Source: an optimization exercise on an open RTL-to-GDS flow (aim: small area, a short achievable clock period and few clock cycles). Production flows keep margins and buffers that such runs may drop.
The RTL was checked by simulation tests, not by an equivalence proof against the original design.
Power and IR drop assume default switching activity.

## gfStreamTop
module gfStreamTop #(
	parameter int slotCount = 4
) (
	input logic clk,
	input logic reset,
	input logic runValue,
	output logic runClear,
	output logic regReq,
	input logic regAck,
	output hostPkg::regAddrT regAddr,
	input logic regReadValid,
	input hostPkg::hostWordT regReadData,
	output logic inReadReq,
	input logic inReadAck,
	output hostPkg::memAddrT inReadAddr,
	input logic inReadValid,
	input hostPkg::hostWordT inReadData,
	output logic outWriteReq,
	input logic outWriteAck,
	output hostPkg::memAddrT outWriteAddr,
	output hostPkg::hostWordT outWriteData
);
Size: ~1600 cells after synthesis, roughly 140 I/O pins.
==> flow/config.mk <==
export PLATFORM = sky130hd
export DESIGN_NAME = gfStreamTop
export DESIGN_NICKNAME = gfStreamTop
export VERILOG_FILES = /design/flow/design.v
export SDC_FILE = /design/flow/constraint.sdc
export NUM_CORES = 4
export LEC_CHECK = 0
export CAP_MARGIN = 0
export CORE_MARGIN = 2
export CORE_UTILIZATION = 60
export CTS_BUF_LIST = sky130_fd_sc_hd__clkbuf_4 sky130_fd_sc_hd__clkbuf_8
export SETUP_SLACK_MARGIN = 2.4
export SLEW_MARGIN = 0
==> flow/constraint.sdc <==
create_clock -name core_clock -period 4.5 [get_ports {clk}]
set_input_delay 0.9000 -clock core_clock [delete_from_list [all_inputs] [get_ports {clk}]]
set_output_delay 0.9000 -clock core_clock [all_outputs]
set_load 0.01 [all_outputs]
standard.sh (not shown) runs the stock make flow with config.mk's settings and CLKGATE_MAP_FILE= SYNTH_SCRIPT=/design/flow/synth_recipe.tcl, a recipe that flattens the netlist after the stock synthesis.
==> flow/flow/run.sh <==
#!/bin/bash
# Standard layout with resizer and clock tree changes: port buffers are
# plain buffers instead of delay cells, resizing may change a cell's
# footprint, and the clock tree gets no dummy loads.
set -o pipefail
bash standard.sh MATCH_CELL_FOOTPRINT=0 \
	"BUFFER_PORTS_ARGS=-buffer_cell sky130_fd_sc_hd__buf_2" \
	"CTS_ARGS=-sink_clustering_enable -repair_clock_nets -dont_use_dummy_load -buf_list {sky130_fd_sc_hd__clkbuf_2 sky130_fd_sc_hd__clkbuf_4}" \
	finish > flow_make.log 2>&1
Testbench counts at the start, summed over its fixed seeds: cycles 52,628.
Then changed:
--- a/flow/flow/run.sh
+++ b/flow/flow/run.sh
@@ -7,3 +7,3 @@
 	"BUFFER_PORTS_ARGS=-buffer_cell sky130_fd_sc_hd__buf_2" \
-	"CTS_ARGS=-sink_clustering_enable -repair_clock_nets -dont_use_dummy_load -buf_list {sky130_fd_sc_hd__clkbuf_2 sky130_fd_sc_hd__clkbuf_4}" \
+	"CTS_ARGS=-sink_clustering_enable -repair_clock_nets -dont_use_dummy_load -buf_list {sky130_fd_sc_hd__clkbuf_4 sky130_fd_sc_hd__clkbuf_8}" \
 	finish > flow_make.log 2>&1
--- a/flow/config.mk
+++ b/flow/config.mk
@@ -9,5 +9,5 @@
 export CORE_MARGIN = 2
-export CORE_UTILIZATION = 60
+export CORE_UTILIZATION = 50
 export CTS_BUF_LIST = sky130_fd_sc_hd__clkbuf_4 sky130_fd_sc_hd__clkbuf_8
-export SETUP_SLACK_MARGIN = 2.4
+export SETUP_SLACK_MARGIN = 2.45
 export SLEW_MARGIN = 0
Result: The new run finished with timing, DRC and antenna clean; wire length drops by 0.68%; count of clock-buffer cells in the layout came out lower by 26; power increases by 4.3%; worst setup slack is better by 48 ps; via count drops by 2.4%.
Then changed:
--- a/flow/config.mk
+++ b/flow/config.mk
@@ -9,5 +9,5 @@
 export CORE_MARGIN = 2
-export CORE_UTILIZATION = 50
+export CORE_UTILIZATION = 60
 export CTS_BUF_LIST = sky130_fd_sc_hd__clkbuf_4 sky130_fd_sc_hd__clkbuf_8
-export SETUP_SLACK_MARGIN = 2.45
+export SETUP_SLACK_MARGIN = 2.5
 export SLEW_MARGIN = 0
What happened: Final cell count drops by 1.6%; sequential cell count stays the same; total power goes up by 1.1%; count of clock-buffer cells in the layout fell by 2.
Then changed:
--- a/flow/config.mk
+++ b/flow/config.mk
@@ -11,3 +11,4 @@
 export CTS_BUF_LIST = sky130_fd_sc_hd__clkbuf_4 sky130_fd_sc_hd__clkbuf_8
-export SETUP_SLACK_MARGIN = 2.5
+export PLACE_DENSITY = 0.75
+export SETUP_SLACK_MARGIN = 2.45
 export SLEW_MARGIN = 0
What happened: Setup slack loses 53 ps. Core utilization decreases by 2.6 points. Hold slack loses 5.3 ps. Die area does not change. Register-to-register slack loses 120 ps.


gfStreamTop again, from the RTL that the note above started with.
export LEC_CHECK = 0
export CAP_MARGIN = 0
export CORE_MARGIN = 2
export CORE_UTILIZATION = 60
export SETUP_SLACK_MARGIN = 2.5
export SLEW_MARGIN = 0
create_clock -name core_clock -period 4.5 [get_ports {clk}]
==> flow/flow/run.sh <==
#!/bin/bash
# Standard layout with two resizer changes: port buffers are plain buffers
# instead of delay cells, and resizing may change a cell's footprint.
set -o pipefail
bash standard.sh MATCH_CELL_FOOTPRINT=0 \
	"BUFFER_PORTS_ARGS=-buffer_cell sky130_fd_sc_hd__buf_2" \
	finish > flow_make.log 2>&1
The starting point ran to the end with no violations.
Testbench counts at the start, summed over its fixed seeds: cycles 52,628.
Edit:
==> flow/flow/run.sh (replaced) <==
#!/bin/bash
# Standard layout with resizer and clock tree changes: port buffers are
# plain buffers instead of delay cells, resizing may change a cell's
# footprint, and the clock tree gets no dummy loads.
set -o pipefail
bash standard.sh MATCH_CELL_FOOTPRINT=0 \
	"BUFFER_PORTS_ARGS=-buffer_cell sky130_fd_sc_hd__buf_2" \
	"CTS_ARGS=-sink_clustering_enable -repair_clock_nets -dont_use_dummy_load -buf_list {sky130_fd_sc_hd__clkbuf_4 sky130_fd_sc_hd__clkbuf_8}" \
	finish > flow_make.log 2>&1
--- a/flow/config.mk
+++ b/flow/config.mk
@@ -9,4 +9,5 @@
 export CORE_MARGIN = 2
 export CORE_UTILIZATION = 60
-export SETUP_SLACK_MARGIN = 2.5
+export CTS_BUF_LIST = sky130_fd_sc_hd__clkbuf_4 sky130_fd_sc_hd__clkbuf_8
+export SETUP_SLACK_MARGIN = 2.35
 export SLEW_MARGIN = 0
- The new run finished clean
- design area decreases by a little under a tenth
- wire length decreases by a few percent
- total power decreases by roughly a tenth
- setup slack improves by 0.029 ns
- global-route usage decreases by 0.41 points
- critical path depth increases by 7
Edit:
==> flow/flow/run.sh (replaced) <==
#!/bin/bash
# Standard layout with two resizer changes: port buffers are plain buffers
# instead of delay cells, and resizing may change a cell's footprint.
set -o pipefail
bash standard.sh MATCH_CELL_FOOTPRINT=0 \
	"BUFFER_PORTS_ARGS=-buffer_cell sky130_fd_sc_hd__buf_2" \
	finish > flow_make.log 2>&1
--- a/flow/config.mk
+++ b/flow/config.mk
@@ -10,4 +10,4 @@
 export CORE_UTILIZATION = 60
 export CTS_BUF_LIST = sky130_fd_sc_hd__clkbuf_4 sky130_fd_sc_hd__clkbuf_8
-export SETUP_SLACK_MARGIN = 2.35
+export SETUP_SLACK_MARGIN = 2.7
 export SLEW_MARGIN = 0
The changed run completed with no timing, DRC or antenna violations.
Clock-buffer cell count goes up by 23.
Global-route usage rises by 4.2 points.
Critical path depth goes up by 2.
Sequential power barely changes.
Cell area came out higher by 24%.
Worst setup slack degrades by 0.085 ns.
Combinational power grows by about 50%.
Power climbs by 23%.
Clock power grows by 29%.
Edit:
==> flow/flow/run.sh (replaced) <==
#!/bin/bash
# Standard layout with resizer and clock tree changes: port buffers are
# plain buffers instead of delay cells, resizing may change a cell's
# footprint, and the clock tree gets no dummy loads.
set -o pipefail
bash standard.sh MATCH_CELL_FOOTPRINT=0 \
	"BUFFER_PORTS_ARGS=-buffer_cell sky130_fd_sc_hd__buf_2" \
	"CTS_ARGS=-sink_clustering_enable -repair_clock_nets -dont_use_dummy_load -buf_list {sky130_fd_sc_hd__clkbuf_4 sky130_fd_sc_hd__clkbuf_8}" \
	finish > flow_make.log 2>&1
--- a/flow/config.mk
+++ b/flow/config.mk
@@ -10,4 +10,4 @@
 export CORE_UTILIZATION = 60
 export CTS_BUF_LIST = sky130_fd_sc_hd__clkbuf_4 sky130_fd_sc_hd__clkbuf_8
-export SETUP_SLACK_MARGIN = 2.7
+export SETUP_SLACK_MARGIN = 2.45
 export SLEW_MARGIN = 0
What happened:
- The changed run produced a clean layout
- via count came out lower by 13%
- final area came out lower by 18%
- synthesized area is unchanged
- maximum frequency came out higher by 3.5%
- non-clock buffer count came out lower by 144
- final cell count came out lower by 8.6%


gfStreamTop again, from the RTL that the note above started with.
export LEC_CHECK = 0
export CAP_MARGIN = 0
export CORE_MARGIN = 2
export CORE_UTILIZATION = 65
export CTS_BUF_LIST = sky130_fd_sc_hd__clkbuf_4 sky130_fd_sc_hd__clkbuf_8
export SETUP_SLACK_MARGIN = 2.45
export SLEW_MARGIN = 0
create_clock -name core_clock -period 4.5 [get_ports {clk}]
==> flow/flow/run.sh <==
#!/bin/bash
# Standard layout with resizer and clock tree changes: port buffers are
# plain buffers instead of delay cells, resizing may change a cell's
# footprint, and the clock tree gets no dummy loads.
set -o pipefail
bash standard.sh MATCH_CELL_FOOTPRINT=0 \
	"BUFFER_PORTS_ARGS=-buffer_cell sky130_fd_sc_hd__buf_2" \
	"CTS_ARGS=-sink_clustering_enable -repair_clock_nets -dont_use_dummy_load -buf_list {sky130_fd_sc_hd__clkbuf_4 sky130_fd_sc_hd__clkbuf_8}" \
	finish > flow_make.log 2>&1
Testbench counts at the start, summed over its fixed seeds: cycles 52,628.
==> next run, changes <==
--- a/flow/flow/run.sh
+++ b/flow/flow/run.sh
@@ -6,3 +6,3 @@
 bash standard.sh MATCH_CELL_FOOTPRINT=0 \
-	"BUFFER_PORTS_ARGS=-buffer_cell sky130_fd_sc_hd__buf_2" \
+	"BUFFER_PORTS_ARGS=-buffer_cell sky130_fd_sc_hd__buf_1" \
 	"CTS_ARGS=-sink_clustering_enable -repair_clock_nets -dont_use_dummy_load -buf_list {sky130_fd_sc_hd__clkbuf_4 sky130_fd_sc_hd__clkbuf_8}" \
CORE_UTILIZATION = 60   (was 65)
SETUP_SLACK_MARGIN = 2.4   (was 2.45)
Result: Synthesized cell count does not change; cell area came out lower by 1.6%; setup slack got worse by 0.033 ns; worst hold slack got worse by 0.0059 ns; non-clock buffer count came out higher by 4; final cell count came out higher by 0.70%; sequential power came out lower by about 1%; die area came out higher by 8.1%; core utilization came out lower by 6.5 points.
==> next run, changes <==
--- a/flow/flow/run.sh
+++ b/flow/flow/run.sh
@@ -6,3 +6,3 @@
 bash standard.sh MATCH_CELL_FOOTPRINT=0 \
-	"BUFFER_PORTS_ARGS=-buffer_cell sky130_fd_sc_hd__buf_1" \
+	"BUFFER_PORTS_ARGS=-buffer_cell sky130_fd_sc_hd__buf_2" \
 	"CTS_ARGS=-sink_clustering_enable -repair_clock_nets -dont_use_dummy_load -buf_list {sky130_fd_sc_hd__clkbuf_4 sky130_fd_sc_hd__clkbuf_8}" \
GPL_TIMING_DRIVEN = 0   (was unset)
SETUP_SLACK_MARGIN = 2.45   (was 2.4)
Result: The new run completed with no timing, DRC or antenna violations; synthesized cell count is unchanged; setup slack gains 0.0048 ns; via count climbs by a few percent; total power climbs by a few percent; non-clock buffer count climbs by 74; clock-buffer cell count climbs by 1; fmax barely changes; wire length climbs by a few percent; design area climbs by a few percent; clock skew drops by 0.0093 ns.
==> next run, changes <==
==> flow/flow/run.sh (replaced) <==
#!/bin/bash
# Standard layout with two resizer changes: port buffers are plain buffers
# instead of delay cells, and resizing may change a cell's footprint.
set -o pipefail
bash standard.sh MATCH_CELL_FOOTPRINT=0 \
	"BUFFER_PORTS_ARGS=-buffer_cell sky130_fd_sc_hd__buf_2" \
	finish > flow_make.log 2>&1
ABC_CLOCK_PERIOD_IN_PS = 1800   (was unset)
CTS_BUF_LIST = unset   (was sky130_fd_sc_hd__clkbuf_4 sky130_fd_sc_hd__clkbuf_8)
GPL_TIMING_DRIVEN = unset   (was 0)
SETUP_SLACK_MARGIN = 2.5   (was 2.45)
Result: The changed run completed with no timing, DRC or antenna violations; setup slack degrades by 0.050 ns; wire length climbs by 3.8%; clock-buffer cell count drops by 8; synthesized area does not change; die area does not change; register-to-register slack improves by 0.03 ns; synthesized cell count stays the same; final area climbs by 3.1%; power climbs by 6.7%; cell count drops by 0.52%; global-route usage drops by 0.32 points.
==> next run, changes <==
==> flow/flow/run.sh (replaced) <==
#!/bin/bash
# Standard layout with resizer and clock tree changes: port buffers are
# plain buffers instead of delay cells, resizing may change a cell's
# footprint, and the clock tree gets no dummy loads.
set -o pipefail
bash standard.sh MATCH_CELL_FOOTPRINT=0 \
	"BUFFER_PORTS_ARGS=-buffer_cell sky130_fd_sc_hd__buf_2" \
	"CTS_ARGS=-sink_clustering_enable -repair_clock_nets -dont_use_dummy_load -buf_list {sky130_fd_sc_hd__clkbuf_4 sky130_fd_sc_hd__clkbuf_8}" \
	finish > flow_make.log 2>&1
ABC_CLOCK_PERIOD_IN_PS = unset   (was 1800)
CTS_BUF_LIST = sky130_fd_sc_hd__clkbuf_4 sky130_fd_sc_hd__clkbuf_8   (was unset)
SETUP_SLACK_MARGIN = 2.4   (was 2.5)
What happened:
- routed wire length drops by a few percent
- die area stays the same
- worst setup slack gains 0.015 ns
- cell area drops by a little under a tenth
- clock-buffer cell count climbs by 8
- sequential power hardly moves
- global-route usage drops by 0.19 points
- first-iteration DRC count drops by a few percent
- clock power drops by a quarter to a third
- synthesized area does not change
- power drops by roughly a tenth

what the ideal ports hide:
The results above use ideal ports. As a check the final layouts listed here were re-extracted and re-timed, cells and wires unchanged. Step 1 assumes that a clkbuf_16 drives the clock port and a buf_2 every other input. Step 2, shift: input delay + t, output delay - t, t = (earliest + latest rising clock arrival at the registers) / 2. This alone moves slack from input paths to output paths. a / b / c = ideal / step 1 / step 2; a / b = the first two.
run	shift t [ns]	setup slack, ns	hold WS [ns]	clock arrival spread, ns
the first run of note 1	0.672	2.319 / 2.274 / 1.901	0.455 / 0.455 / 0.455	0.125 / 0.125
the second run of note 1	0.587	2.368 / 2.368 / 1.949	0.491 / 0.491 / 0.491	0.069 / 0.069
the third run of note 1	0.591	2.370 / 2.322 / 1.969	0.494 / 0.494 / 0.494	0.040 / 0.039
the fourth run of note 1	0.592	2.318 / 2.318 / 1.842	0.489 / 0.489 / 0.489	0.076 / 0.076
the first run of note 2	0.616	2.379 / 2.324 / 1.963	0.482 / 0.482 / 0.482	0.022 / 0.022
the second run of note 2	0.581	2.408 / 2.361 / 1.881	0.483 / 0.483 / 0.483	0.038 / 0.037
the third run of note 2	0.601	2.323 / 2.323 / 1.866	0.460 / 0.460 / 0.460	0.030 / 0.031
the fourth run of note 2	0.565	2.396 / 2.354 / 1.990	0.489 / 0.489 / 0.489	0.084 / 0.084
the first run of note 3	0.584	2.458 / 2.412 / 1.895	0.489 / 0.489 / 0.489	0.049 / 0.049
the second run of note 3	0.579	2.425 / 2.402 / 1.871	0.483 / 0.483 / 0.483	0.070 / 0.070
the third run of note 3	0.583	2.429 / 2.429 / 1.918	0.403 / 0.403 / 0.403	0.059 / 0.058
the fourth run of note 3	0.616	2.379 / 2.324 / 1.963	0.482 / 0.482 / 0.482	0.022 / 0.022
the fifth run of note 3	0.581	2.394 / 2.392 / 1.899	0.499 / 0.499 / 0.499	0.071 / 0.071
After both steps every run listed still meets setup and hold. For the first run of note 3, which loses most, drivers alone change the setup slack by -0.046 ns; drivers and shift together by -0.563 ns.
